What follows belongs to an exercise in optimizing a design on an open flow for small area; a production flow would make more cautious choices. Only simulation tests tie the RTL to the original design; equivalence was not proved. Power figures rest on the tool's default switching activity, not on a simulated workload.

File: design/flow/run.sh
#!/bin/bash
# synth_recipe.tcl (not shown) runs the flow's synth.tcl, then flattens the netlist and writes it again
# the make line also repeats each setting of config.mk as NAME=value (left out here)
make -C /OpenROAD-flow-scripts/flow DESIGN_CONFIG=/design/flow/config.mk WORK_HOME=/design/flow/orfs CLKGATE_MAP_FILE= SYNTH_SCRIPT=/design/flow/synth_recipe.tcl finish
File: design/flow/config.mk
export PLATFORM = sky130hd
export DESIGN_NAME = rpn_stack_evaluator
export DESIGN_NICKNAME = rpn_stack_evaluator
export VERILOG_FILES = /design/flow/design.v
export SDC_FILE = /design/flow/constraint.sdc
export NUM_CORES = 4
export LEC_CHECK = 0
export ABC_AREA = 1
export CAP_MARGIN = 20
export CORE_MARGIN = 2
export CORE_UTILIZATION = 60
export CTS_BUF_LIST = sky130_fd_sc_hd__clkbuf_8
export CTS_CLUSTER_DIAMETER = 60
export CTS_CLUSTER_SIZE = 20
export PLACE_DENSITY = 0.7
export SLEW_MARGIN = 20
File: design/flow/constraint.sdc
create_clock -name core_clock -period 12.0 [get_ports {clk}]
set_input_delay 2.4000 -clock core_clock [delete_from_list [all_inputs] [get_ports {clk}]]
set_output_delay 2.4000 -clock core_clock [all_outputs]
set_load 0.01 [all_outputs]
File: design/flow/design.v
module rpn_stack_evaluator #(
	parameter int STACK_DEPTH = 16,
	parameter int NUM_VARS = 32
) (
	input  logic               clk,
	input  logic               arst_n,
	input  logic               in_valid,
	output logic               in_ready,
	input  logic [2:0]         kind,
	input  logic [1:0]         op_code,
	input  logic [4:0]         var_index,
	input  logic signed [31:0] literal,
	output logic               out_valid,
	input  logic               out_ready,
	output logic               print_valid,
	output logic signed [31:0] print_value,
	output logic [2:0]         status
);
	localparam logic [5:0] S_CLR  = 6'd0;
	localparam logic [5:0] S_IDLE = 6'd1;
	localparam logic [5:0] S_PUSH = 6'd2;
	localparam logic [5:0] S_RB1  = 6'd3;
	localparam logic [5:0] S_RB2  = 6'd4;
	localparam logic [5:0] S_RA1  = 6'd5;
	localparam logic [5:0] S_RA2  = 6'd6;
	localparam logic [5:0] S_OB   = 6'd7;
	localparam logic [5:0] S_AS1  = 6'd8;
	localparam logic [5:0] S_AS3  = 6'd9;
	localparam logic [5:0] S_ADD1 = 6'd10;
	localparam logic [5:0] S_ADD2 = 6'd11;
	localparam logic [5:0] S_MB   = 6'd12;
	localparam logic [5:0] S_MA   = 6'd13;
	localparam logic [5:0] S_DA   = 6'd14;
	localparam logic [5:0] S_DB   = 6'd15;
	localparam logic [5:0] S_DC   = 6'd16;
	localparam logic [5:0] S_DQ   = 6'd17;
	localparam logic [5:0] S_DR   = 6'd18;
	localparam logic [5:0] S_DF   = 6'd19;
	localparam logic [5:0] S_DN   = 6'd20;
	localparam logic [5:0] S_Z    = 6'd21;
	localparam logic [5:0] R_OK     = 6'b100000;
	localparam logic [5:0] R_UNDER  = 6'b100001;
	localparam logic [5:0] R_OVER   = 6'b100010;
	localparam logic [5:0] R_DIV0   = 6'b100011;
	localparam logic [5:0] R_NOTVAR = 6'b100100;
	localparam logic [5:0] R_PRINT  = 6'b110000;
	localparam logic [2:0] X_ZERO = 3'd0;
	localparam logic [2:0] X_HEAD = 3'd1;
	localparam logic [2:0] X_SHL  = 3'd2;
	localparam logic [2:0] X_VAR  = 3'd3;
	localparam logic [2:0] X_LIT  = 3'd4;
	logic [5:0]  state_q, state_d;
	logic [4:0]  ph_q;
	logic [4:0]  cnt_q, cnt_d;
	logic [31:0] a_q;
	logic [4:0]  idx_q, idx_d;
	logic        f_q, f_d;
	logic        qb_q, qb_d;
	logic        neg_q, neg_d;
	logic [16*33-1:0] srng_q;
	logic [32*32-1:0] vrng_q;
	logic [32:0]      shead;
	logic [31:0]      vhead;
	logic [2:0]  xsel;
	logic        sbit;
	logic        first;
	logic        yen;
	logic        sub;
	logic [31:0] xv, yv;
	logic [32:0] add;
	logic        sum32;
	logic        a_ld;
	logic        s_we;
	logic        s_tag;
	logic        v_we;
	logic [3:0]  s_b, s_a;
	logic        hit_b, hit_a, hit_c, hit_v, hit_i;
	logic        is_div;
	logic        fin;
	assign shead = srng_q[32:0];
	assign vhead = vrng_q[31:0];
	assign s_b   = cnt_q[3:0] - 4'd1;
	assign s_a   = cnt_q[3:0] - 4'd2;
	assign hit_b = (ph_q[3:0] == s_b);
	assign hit_a = (ph_q[3:0] == s_a);
	assign hit_c = (ph_q[3:0] == cnt_q[3:0]);
	assign hit_v = (ph_q == a_q[4:0]);
	assign hit_i = (ph_q == idx_q);
	assign is_div = (op_code == 2'd3);
	always_comb begin
		case (xsel)
			X_HEAD:  xv = shead[31:0];
			X_SHL:   xv = {shead[30:0], sbit};
			X_VAR:   xv = vhead;
			X_LIT:   xv = {literal[31:5], kind[0] ? literal[4:0] : var_index};
			default: xv = {31'd0, sbit};
		endcase
	end
	assign yv    = yen ? a_q : 32'd0;
	assign add   = {1'b0, xv} + {1'b0, sub ? ~yv : yv} + {32'd0, sub};
	assign sum32 = ((xsel == X_SHL) & shead[31]) ^ sub ^ add[32];
	always_comb begin
		state_d = state_q;
		cnt_d   = cnt_q;
		idx_d   = idx_q;
		f_d     = f_q;
		qb_d    = qb_q;
		neg_d   = neg_q;
		xsel    = X_ZERO;
		sbit    = 1'b0;
		first   = (idx_q == 5'd0);
		yen     = 1'b0;
		sub     = 1'b0;
		a_ld    = 1'b0;
		s_we    = 1'b0;
		s_tag   = 1'b0;
		v_we    = 1'b0;
		fin     = 1'b0;
		case (state_q)
			S_CLR: begin
				v_we = 1'b1;
				if (ph_q == 5'd31) begin
					state_d = S_IDLE;
				end
			end
			S_IDLE: begin
				a_ld  = 1'b1;
				idx_d = 5'd0;
				if (in_valid) begin
					case (kind)
						3'd2, 3'd3: begin
							if (cnt_q[4]) begin
								fin     = 1'b1;
								state_d = R_OVER;
							end else begin
								state_d = S_PUSH;
							end
						end
						3'd4: begin
							if (cnt_q == 5'd0) begin
								fin     = 1'b1;
								state_d = R_UNDER;
							end else begin
								state_d = S_RB1;
							end
						end
						3'd0, 3'd1: begin
							if (cnt_q[4:1] == 4'd0) begin
								fin     = 1'b1;
								state_d = R_UNDER;
							end else begin
								state_d = kind[0] ? S_RB1 : S_AS1;
							end
						end
						default: begin
							fin     = 1'b1;
							state_d = R_OK;
						end
					endcase
				end
			end
			S_PUSH: begin
				xsel  = X_LIT;
				s_tag = !kind[0];
				if (hit_c) begin
					s_we    = 1'b1;
					cnt_d   = cnt_q + 5'd1;
					fin     = 1'b1;
					state_d = R_OK;
				end
			end
			S_RB1, S_RB2: begin
				xsel = (state_q == S_RB1) ? X_HEAD : X_VAR;
				if ((state_q == S_RB1) ? hit_b : hit_v) begin
					a_ld = 1'b1;
					if (state_q == S_RB1 && shead[32]) begin
						state_d = S_RB2;
					end else if (kind == 3'd4) begin
						cnt_d   = cnt_q - 5'd1;
						fin     = 1'b1;
						state_d = R_PRINT;
					end else if (kind == 3'd0) begin
						state_d = S_AS3;
					end else begin
						state_d = S_OB;
					end
				end
			end
			S_OB: begin
				yen = 1'b1;
				if (is_div && a_q == 32'd0) begin
					fin     = 1'b1;
					state_d = R_DIV0;
				end else if (hit_b) begin
					s_we    = 1'b1;
					state_d = S_RA1;
				end
			end
			S_RA1, S_RA2: begin
				xsel = (state_q == S_RA1) ? X_HEAD : X_VAR;
				if ((state_q == S_RA1) ? hit_a : hit_v) begin
					a_ld = 1'b1;
					if (state_q == S_RA1 && shead[32]) begin
						state_d = S_RA2;
					end else begin
						case (op_code)
							2'd0, 2'd1: state_d = S_ADD1;
							2'd2:       state_d = S_MB;
							default:    state_d = S_DA;
						endcase
					end
				end
			end
			S_AS1: begin
				if (hit_a) begin
					if (!shead[32]) begin
						fin     = 1'b1;
						state_d = R_NOTVAR;
					end else begin
						idx_d   = shead[4:0];
						state_d = S_RB1;
					end
				end
			end
			S_AS3: begin
				yen = 1'b1;
				if (hit_i) begin
					v_we    = 1'b1;
					state_d = S_Z;
				end
			end
			S_ADD1: begin
				xsel = X_HEAD;
				yen  = 1'b1;
				sub  = op_code[0];
				if (hit_b) begin
					a_ld    = 1'b1;
					state_d = S_ADD2;
				end
			end
			S_ADD2: begin
				yen = 1'b1;
				sub = op_code[0];
				if (hit_a) begin
					s_we    = 1'b1;
					state_d = S_Z;
				end
			end
			S_MB: begin
				xsel = X_SHL;
				if (hit_b) begin
					s_we    = 1'b1;
					f_d     = shead[31];
					state_d = S_MA;
				end
			end
			S_MA: begin
				xsel = first ? X_ZERO : X_SHL;
				yen  = f_q;
				if (hit_a) begin
					s_we  = 1'b1;
					idx_d = idx_q + 5'd1;
					state_d = (idx_q == 5'd31) ? S_Z : S_MB;
				end
			end
			S_DA: begin
				yen = 1'b1;
				sub = a_q[31];
				if (hit_a) begin
					s_we    = 1'b1;
					neg_d   = a_q[31];
					state_d = S_DB;
				end
			end
			S_DB: begin
				xsel = X_HEAD;
				if (hit_b) begin
					a_ld    = 1'b1;
					state_d = S_DC;
				end
			end
			S_DC: begin
				yen     = 1'b1;
				sub     = a_q[31];
				a_ld    = 1'b1;
				neg_d   = neg_q ^ a_q[31];
				state_d = S_DQ;
			end
			S_DQ: begin
				xsel = X_SHL;
				sbit = qb_q;
				if (hit_a) begin
					s_we    = 1'b1;
					f_d     = shead[31];
					state_d = S_DR;
				end
			end
			S_DR: begin
				xsel  = first ? X_ZERO : X_SHL;
				sbit  = f_q;
				yen   = 1'b1;
				sub   = first | !shead[32];
				s_tag = sum32;
				if (hit_b) begin
					s_we    = 1'b1;
					qb_d    = !sum32;
					idx_d   = idx_q + 5'd1;
					state_d = (idx_q == 5'd31) ? S_DF : S_DQ;
				end
			end
			S_DF: begin
				xsel = X_SHL;
				sbit = qb_q;
				if (hit_a) begin
					s_we    = 1'b1;
					a_ld    = 1'b1;
					state_d = neg_q ? S_DN : S_Z;
				end
			end
			S_DN: begin
				yen = 1'b1;
				sub = 1'b1;
				if (hit_a) begin
					s_we    = 1'b1;
					state_d = S_Z;
				end
			end
			S_Z: begin
				a_ld    = 1'b1;
				cnt_d   = cnt_q - (kind[0] ? 5'd1 : 5'd2);
				fin     = 1'b1;
				state_d = R_OK;
			end
			default: begin
				if (out_ready) begin
					state_d = S_IDLE;
				end
			end
		endcase
		if (fin && !in_valid) begin
			state_d = state_q;
			cnt_d   = cnt_q;
			idx_d   = idx_q;
			a_ld    = 1'b0;
			s_we    = 1'b0;
			v_we    = 1'b0;
		end
	end
	always_ff @(posedge clk or negedge arst_n) begin
		if (!arst_n) begin
			state_q <= S_CLR;
			ph_q    <= 5'd0;
			cnt_q   <= 5'd0;
		end else begin
			state_q <= state_d;
			ph_q    <= ph_q + 5'd1;
			cnt_q   <= cnt_d;
		end
	end
	always_ff @(posedge clk) begin
		if (a_ld) begin
			a_q <= add[31:0];
		end
		idx_q  <= idx_d;
		f_q    <= f_d;
		qb_q   <= qb_d;
		neg_q  <= neg_d;
		srng_q <= {s_we ? {s_tag, add[31:0]} : shead, srng_q[16*33-1:33]};
		vrng_q <= {v_we ? add[31:0] : vhead, vrng_q[32*32-1:32]};
	end
	assign in_ready    = fin;
	assign out_valid   = state_q[5];
	assign print_valid = state_q[4];
	assign status      = state_q[2:0];
	assign print_value = a_q;
endmodule
==> summary.txt, run 1 <==
Power
  – Switching Fraction: 28.9%
  – Gate power share: roughly 16%
  – P_int: 8070 uW
  – P_leak: 0.0174 uW
  – Pwr dens: 270 nW/um^2
  – P_sw: 3270 uW
  – Max IR drop VDD: 0.187 mV
  – Flop pwr share: 63.3%
  – Clock power frac: around a fifth

Timing
  – Final Critical Period: 7.15 ns
  – Unrepaired setup endpoints after global routing: false
  – Final hold violation count: 0
  – Final setup fails: 0
  – Final Cycle Share: 59.6%
  – Fin Hold WS: just over 0.3 ns
  – F_max: 140 MHz
  – Setup TNS: 0 ns
  – Slew Viols, Final: 0
  – Max_slew headroom: 18.8%
  – Slew @ Worst Pin: 1.21 ns
  – Worst clock skew: ~0.034 ns

Layout
  – Synth-to-Final Area Change: 9.02%
  – Nets: just under 3000
  – Post-layout util: 66.4%
  – Layout cells sized above 1: 6.10%
  – Final Non-Filler Cells: 3768
  – Fillcell total: 4319
  – Final Instance Area: 42000 sq um

Place
  – Placed insts: 3639
  – I/O Buffers: 83
  – GP Congestion: 0.898
  – Post-DP HPWL: 50.2 mm
  – Placed Area: 40400 sq um

Worst setup path
  – CP Class: input pin to output port
  – End of the critical path: in_ready
  – Reg2reg end: a_q[24]
  – Flop2flop setup slack: 6.35 ns
  – CP startpoint kind: input pin
  – R2R cell count: 24
  – Max Fanout on Critical Path: 3
  – Worst EP arrival: 4.75 ns
  – CP Capture Type: output port
  – Setup crit start: op_code[0]
  – Required time worst endpoint: 9.60 ns
  – RR Startpoint: state_q[0]

Die
  – Die ar.: 66300 sq um
  – Initial core utilization: 60.9%
  – Die Wd: roughly 260 microns
  – Core area: around 63000 sq um
  – Chip height: 258 microns
  – Row cnt: 92
  – # IOs: 84

Drt
  – Vias/cell: 4.85
  – First-iteration detailed-routing DRC count: 1285
  – DR vias: 18300
  – Total Routed Length: 71.9 mm
  – First drt pass iteration count: 6
  – DRC viols: 0
  – Post-route ant nets: 0
  – Wire length per cell: 19.1 microns

Synthesis
  – Synth top area cells: dfxtp_1, nand2_1, edfxtp_1
  – Ys Warns: 1
  – Cell with the most instances after synthesis: dfxtp_1
  – Syn Inst Count: 2736
  – Post-synth top flop: dfxtp_1
  – Post-synth EDFFs: 40
  – Syn_area_per_cell: 14.1 sq um
  – Register area share after synthesis: 84.7%
  – Syn Nets: 2827
  – Register bit total from synthesis: 1608
  – Synthesized area: 38600 sq um
  – Most frequent cells after synthesis: dfxtp_1, nand2_1, inv_1, nor2_1, o21ai_0
  – Post-synth top area share: 80.6%
  – FFs w/ async S/R, synth: less than 1%
  – Yosys top cell by area: dfxtp_1
  – Synth unique cells: 63

CTS
  – CTS tree: built
  – # hold bufs at CTS: 0
  – Clock Sinks: 1608
  – Clock Tree Buf Depth: 3
  – Worst-Skew Late Latency: 0.74 ns
  – CTS clock-pin slew for the worst setup and hold paths: between 0.1 and 0.15 ns
  – Clock root buffer: clkbuf_8
  – Clock buffer count from CTS: 96
  – Setup repair bufs after CTS: 0
  – # resized after CTS: 0
  – H-tree Lvls: 3

Global routing
  – Initial antenna violation count: 5
  – First-pass GRT wire length: 110 mm
  – Vias in the first global route: 18900
  – Largest net degree at the start of global routing: between 40 and 50
  – All-layer global routing usage: 22.1%
  – GR Overflow Total: 0

Hold path
  – Hold WC Path Type: register to register

Job
  – Max cap viols: 0

Run status
  – Status: complete, no violations
-- routing by layer --
layer | up-vias | GRT usage (%) | routed length (microns) | part of all wire (%)
li1 | 9023 | - | - | -
met1 | 8619 | 30.0 | 32600 | 45
met2 | 526 | 35.2 | 33000 | 46
met3 | 102 | 4.80 | 4470 | 6.2
met4 | 2 | 7.92 | 1810 | 2.5
met5 | - | 0 | 13 | 0.018
-- through the flow --
| stage | worst slack [ns] | power (uW) |
|---|---|---|
| floorplan | 6.12 | 8170 |
| global placement | 4.90 | 9050 |
| detailed placement | 4.88 | 9120 |
| CTS | 4.87 | 11400 |
| global route | 4.66 | 11900 |
| finish | 4.85 | 11300 |
-- power by group through the flow --
stage	Clock, uW	Combinational, uW	Sequential [uW]
after detailed placement	0	1820	7300
after CTS	2410	1830	7200
after global placement	0	1810	7240
after floorplan	0	1100	7070
final	2340	1830	7180
after global routing	2580	2010	7300
-- worst min path at each step --
| stage | startpoint | endpoint | cells past startpoint |
|---|---|---|---|
| after floorplan | srng_q[33] | srng_q[0] | 0 |
| after global placement | vrng_q[214] | vrng_q[182] | 0 |
| after detailed placement | srng_q[43] | srng_q[10] | 0 |
| after CTS | srng_q[367] | srng_q[334] | 0 |
| after global routing | srng_q[300] | srng_q[267] | 0 |
| final | srng_q[526] | srng_q[493] | 0 |
-- worst max-delay path: stages --
cell	delay, ns
clkdlybuf4s50_1	0.54
nand2_1	0.12
nor3_1	0.17
nand3_1	0.10
nor4_1	0.16
nand4_1	0.20
nor2_1	0.27
a21oi_1	0.08
nand4_1	0.15
clkdlybuf4s50_1	0.56
-- layout make-up --
type	instances	area, sq um	share of cell area, %
multi-input cells	949	5210	12.4
flip-flops and latches	1608	32700	77.7
diodes	3	7.51	0.0179
inverters	144	541	1.29
repair buffers	92	898	2.14
well taps	846	1060	2.52
clock buffers	97	1340	3.18
clock inverters	29	314	0.747
-- cells by family after synthesis --
| logic type | share of synthesized area, % |
|---|---|
| fa+ha+maj | 1.50 |
| simple gates | 7.12 |
| mux | 0.0260 |
| compound gates | 3.79 |
| xor+xnor | 1.02 |
| flops | 84.7 |
| buf+inv | 1.83 |
-- cell usage in the layout, fill, tap and decap left out, types with 20 or more instances in the layout --
cell / n
a21oi_1: 72
a22oi_1: 20
clkbuf_8: 97
clkdlybuf4s50_1: 83
dfxtp_1: 1552
edfxtp_1: 40
ha_1: 43
inv_1: 144
nand2_1: 330
nand3_1: 74
nand4_1: 21
nor2_1: 107
o21ai_0: 80
xor2_1: 23
-- state kept, by name, indices dropped and copies added, names as in the netlist --
register,cells
state_q,6
ph_q,5
f_q,1
idx_q,5
neg_q,1
vrng_q,1024
srng_q,528
cnt_q,5
qb_q,1
a_q,32
==> run 2: changes to the inputs <==
--- a/design/flow/config.mk
+++ b/design/flow/config.mk
@@ -9,8 +9,5 @@
 export CAP_MARGIN = 20
 export CORE_MARGIN = 2
-export CORE_UTILIZATION = 60
-export CTS_BUF_LIST = sky130_fd_sc_hd__clkbuf_8
-export CTS_CLUSTER_DIAMETER = 60
-export CTS_CLUSTER_SIZE = 20
-export PLACE_DENSITY = 0.7
+export CORE_UTILIZATION = 40
+export PLACE_DENSITY = 0.6
 export SLEW_MARGIN = 20
==> run 2 against run 1 <==
  * Synthesized cell count unchanged
  * Sequential power about the same
  * Wire length down 4.8%
  * Clock power up 100%
  * Count of clock-buffer cells in the layout up 110
  * Critical endpoint unchanged
  * Maximum frequency down 0.36%
  * Sequential share of layout area down 6.7 points
==> summary.txt, run 2 <==
Run status
  – Status: complete, no violations

Synthesis
  – Post-synthesis xor/xnor area fraction: 1.02% (unchanged)
  – Largest family of logic cells by synthesized area: simple AND/OR/NAND/NOR gates
  – Register bit total from synthesis: 1608 (unchanged)
  – Synth top area cells: dfxtp_1, nand2_1, edfxtp_1
  – Post-synth EDFFs: 40 (unchanged)
  – Most frequent cells after synthesis: dfxtp_1, nand2_1, inv_1, nor2_1, o21ai_0
  – Complex-gate fraction of the synthesized area: 3.79% (unchanged)
  – Syn Nets: 2827 (unchanged)
  – Synth unique cells: 63 (unchanged)
  – Post-synth top flop: dfxtp_1
  – Syn Inst Count: 2736 (unchanged)
  – Synthesized area: 38600 sq um (unchanged)
  – Post-synth top area share: 80.6% (unchanged)
  – Ys Warns: 1 (unchanged)
  – Yosys top cell by area: dfxtp_1
  – Cell with the most instances after synthesis: dfxtp_1
  – Simple-gate portion of the synthesized area: 7.12% (unchanged)
  – Adder-Cell Fraction of Synth Area: 1.50% (unchanged)
  – Register area share after synthesis: 84.7% (unchanged)
  – Multiplexer share of the synthesized area: 0.0260% (unchanged)
  – Syn_area_per_cell: 14.1 sq um (unchanged)
  – FFs w/ async S/R, synth: 0.995% (unchanged)

Place
  – I/O Buffers: 83 (unchanged)
  – Post-DP HPWL: 45.3 mm (-9.8%)
  – GP Congestion: 0.886 (-1.3%)

Layout
  – Largest reg by FF count: vrng_q
  – Post-layout util: 48.3% (-18 points)
  – Layout cells sized above 1: 9.93% (+3.8 points)
  – Most frequent cells in the layout: dfxtp_1, nand2_1, clkbuf_16, inv_1, nor2_1
  – Synth-to-Final Area Change: 19.3%
  – Max reg flops: 1024 (unchanged)
  – Nets: 3032 (+1.7%)
  – Top flop regs: vrng_q: 1024 flops, srng_q: 528 flops, a_q: 32 flops
  – Commonest non-fill, non-tap cell in the layout: dfxtp_1
  – Fillcell total: 8213 (+90%)

CTS
  – Clock root buffer: clkbuf_16
  – Worst-Skew Late Latency: 0.73 ns (about the same)
  – CTS clock-pin slew for the worst setup and hold paths: 0.06 ns (-0.06 ns)
  – CTS tree: built
  – H-tree Lvls: 4 (+1)
  – # hold bufs at CTS: 0 (unchanged)
  – Clock buffer count from CTS: 147 (+53%)
  – Setup repair bufs after CTS: 0 (unchanged)
  – Clock Sinks: 1608 (unchanged)
  – # resized after CTS: 0 (unchanged)
  – Clock Tree Buf Depth: 3 (unchanged)

Worst setup path
  – Crit-path slowest cell: clkdlybuf4s50_1
  – CP Cell Sequence: clkdlybuf4s50_1 > nand2_1 > nor3_1 > nand3_1 > nor4_1 > nand4_1 > nor2_1 > a21oi_1 > nand4_1 > clkdlybuf4s50_1
  – CP Capture Type: output port
  – Slowest stage delay, CP: 0.56 ns (about the same)
  – Max Fanout on Critical Path: 3 (unchanged)
  – Largest delay share family, worst path: simple AND/OR/NAND/NOR gates
  – CP startpoint kind: input pin
  – Required time worst endpoint: 9.60 ns (about the same)
  – Crit path buf inv count: 2 (unchanged)
  – Worst EP arrival: 4.77 ns (+0.02 ns)
  – CP Class: input pin to output port

Timing
  – Final hold violation count: 0 (unchanged)
  – Worst clock skew: 0.0355 ns (+0.00146 ns)
  – Final Cycle Share: 59.8% (+0.21 points)
  – Final Critical Period: 7.17 ns (+0.0257 ns)
  – Setup TNS: 0 ns (unchanged)
  – Slew @ Worst Pin: 1.14 ns (-0.0622 ns)
  – Slew Viols, Final: 0 (unchanged)
  – F_max: 139 MHz (-0.36%)
  – Fin Hold WS: 0.305 ns (-0.00232 ns)
  – Max_slew headroom: 22.7% (+3.9 points)
  – Final setup fails: 0 (unchanged)
  – Unrepaired setup endpoints after global routing: false

Drt
  – Post-route ant nets: 0 (unchanged)
  – DR vias: 18500 (+1.5%)
  – Total Routed Length: 68.4 mm (-4.8%)
  – First-iteration detailed-routing DRC count: 1257 (-2.2%)
  – DRC viols: 0 (unchanged)
  – Wire length per cell: 15.8 microns (-17%)
  – First drt pass iteration count: 7 (+1)
  – Vias/cell: 4.28 (-12%)

Die
  – Die Wd: 314 microns (+22%)
  – Row cnt: 113 (+23%)
  – Chip height: 314 microns (+22%)
  – # IOs: 84 (unchanged)
  – Die ar.: 98900 sq um (+49%)
  – Initial core utilization: 40.5% (-20 points)
  – Core area: 95300 sq um (+51%)

Power
  – Pwr dens: 297 nW/um^2 (+10%)
  – Overall Power: 13700 uW (+20%)
  – P_leak: 0.0190 uW (+9.4%)
  – Max IR drop VDD: 0.122 mV (-35%)

Global routing
  – Initial antenna violation count: 3 (-2)
  – All-layer global routing usage: 14.0% (-8.1 points)
  – First-pass GRT wire length: 105 mm (-4.6%)
  – Vias in the first global route: 18200 (-4.0%)
  – Largest net degree at the start of global routing: 40 (-11%)
  – GR Overflow Total: 0 (unchanged)

Job
  – Max cap viols: 0 (unchanged)

Hold path
  – Hold WC Path Type: register to register
## run 2: cell counts after synthesis
No cell type changed its count.
## run 2: metal layers
layer  up-vias  routed length (microns)  global-route usage [%]
met5         -                        0                       0
met4         0                     1500                    5.32
met3       125                     4090                    3.82
met2       441                    28400                    20.1
met1      8740                    34400                    20.2
li1       9238                        -                       -
## run 2: cell families (layout without fill, tap and decap cells)
group | Yosys count | count (layout)
and+or+nand+nor | 614 | 614
muxes | 1 | 1
adders and majority gates | 45 | 45
other | 0 | 2
AOI/OAI and AO/OA | 246 | 246
DFF | 1608 | 1608
xor gates and xnor gates | 43 | 43
buffers and inverters | 179 | 504
## run 2: path summary, 6_finish.rpt
path / endpoint / start / slack (ns) / cells after the start
max in group asynchronous: cnt_q[2] / arst_n / 9.21 / 1
min reg2reg: srng_q[366] / srng_q[399] / 0.30 / 0
min: srng_q[366] / srng_q[399] / 0.30 / 0
min in group asynchronous: state_q[3] / arst_n / 2.21 / 1
max reg2reg: srng_q[523] / state_q[0] / 6.31 / 26
max: in_ready / op_code[0] / 4.83 / 10
## run 2: worst register-to-register path, stage by stage, from the launching register on
cell      delay [ns]
dfrtp_1         0.73
inv_2           0.16
nor2_4          0.25
nand3_2         0.22
nand2_4         0.17
nand2_2         0.06
nand2_1         0.08
nor2_1          0.07
nand2_1         0.35
clkinv_1        0.55
nand2_1         0.17
o21ai_0         0.09
a21oi_1         0.19
o31ai_1         0.23
fa_1            0.51
nand3_1         0.10
nand2_1         0.09
a21oi_1         0.28
o21ai_0         0.12
a21oi_1         0.30
inv_1           0.10
nand3_1         0.08
nand3_1         0.17
a21oi_1         0.21
xnor2_1         0.20
nand2_1         0.09
o21ai_1         0.08
## run 2: power breakdown
group | internal, uW | switching (uW)
clock | 2770 | 1930
combinational | 574 | 1230
sequential | 6700 | 449
## run 2: per-stage QoR
step,worst slack [ns],cells,instance area [sq um]
2_1_floorplan,6.12,2736,38600
3_3_place_gp,4.91,4057,40900
3_5_place_dp,4.89,4057,40900
5_1_grt,4.68,4326,46000
6_report,4.83,4328,46000
4_1_cts,4.88,4326,46000
## run 2: cell type report
class                      count  area, sq um  share of cell area [%]
antenna                        2         5.00                  0.0109
clock buffer                 207         4290                    9.33
clock inverter                62          813                    1.77
inverter                     144          541                    1.17
multi-input combinational    949         5210                    11.3
sequential                  1608        32700                    71.0
tap                         1265         1580                    3.44
timing repair buffer          91          891                    1.94

what the ideal ports hide:
How much do the figures lean on ideal ports? The routed layouts below were timed once more, with nothing changed but the port constraints.
Step 1 assumes that a clkbuf_16 drives the clock port and a buf_2 every other input.
Step 2 adds t to the input delays and takes it off the output delays; t is the mean of the earliest and latest rising clock arrival at the registers after step 1. Input paths then give back, and output paths get back, about the clock's delay inside the block.
Slacks: ideal ports / drivers / drivers and shift; pairs: ideal ports / drivers.
run | t (ns) | setup WS [ns] | clock arrival spread, ns | pins driven straight from the clock port
run 1 | 0.783 | 4.852 / 4.821 / 4.821 | 0.034 / 0.034 | 1
run 2 | 0.778 | 4.826 / 4.788 / 4.788 | 0.039 / 0.039 | 1
After both steps setup and hold are still met in every run listed. For run 2, which loses most, drivers alone change the setup slack by -0.038 ns; drivers and shift together by -0.038 ns.
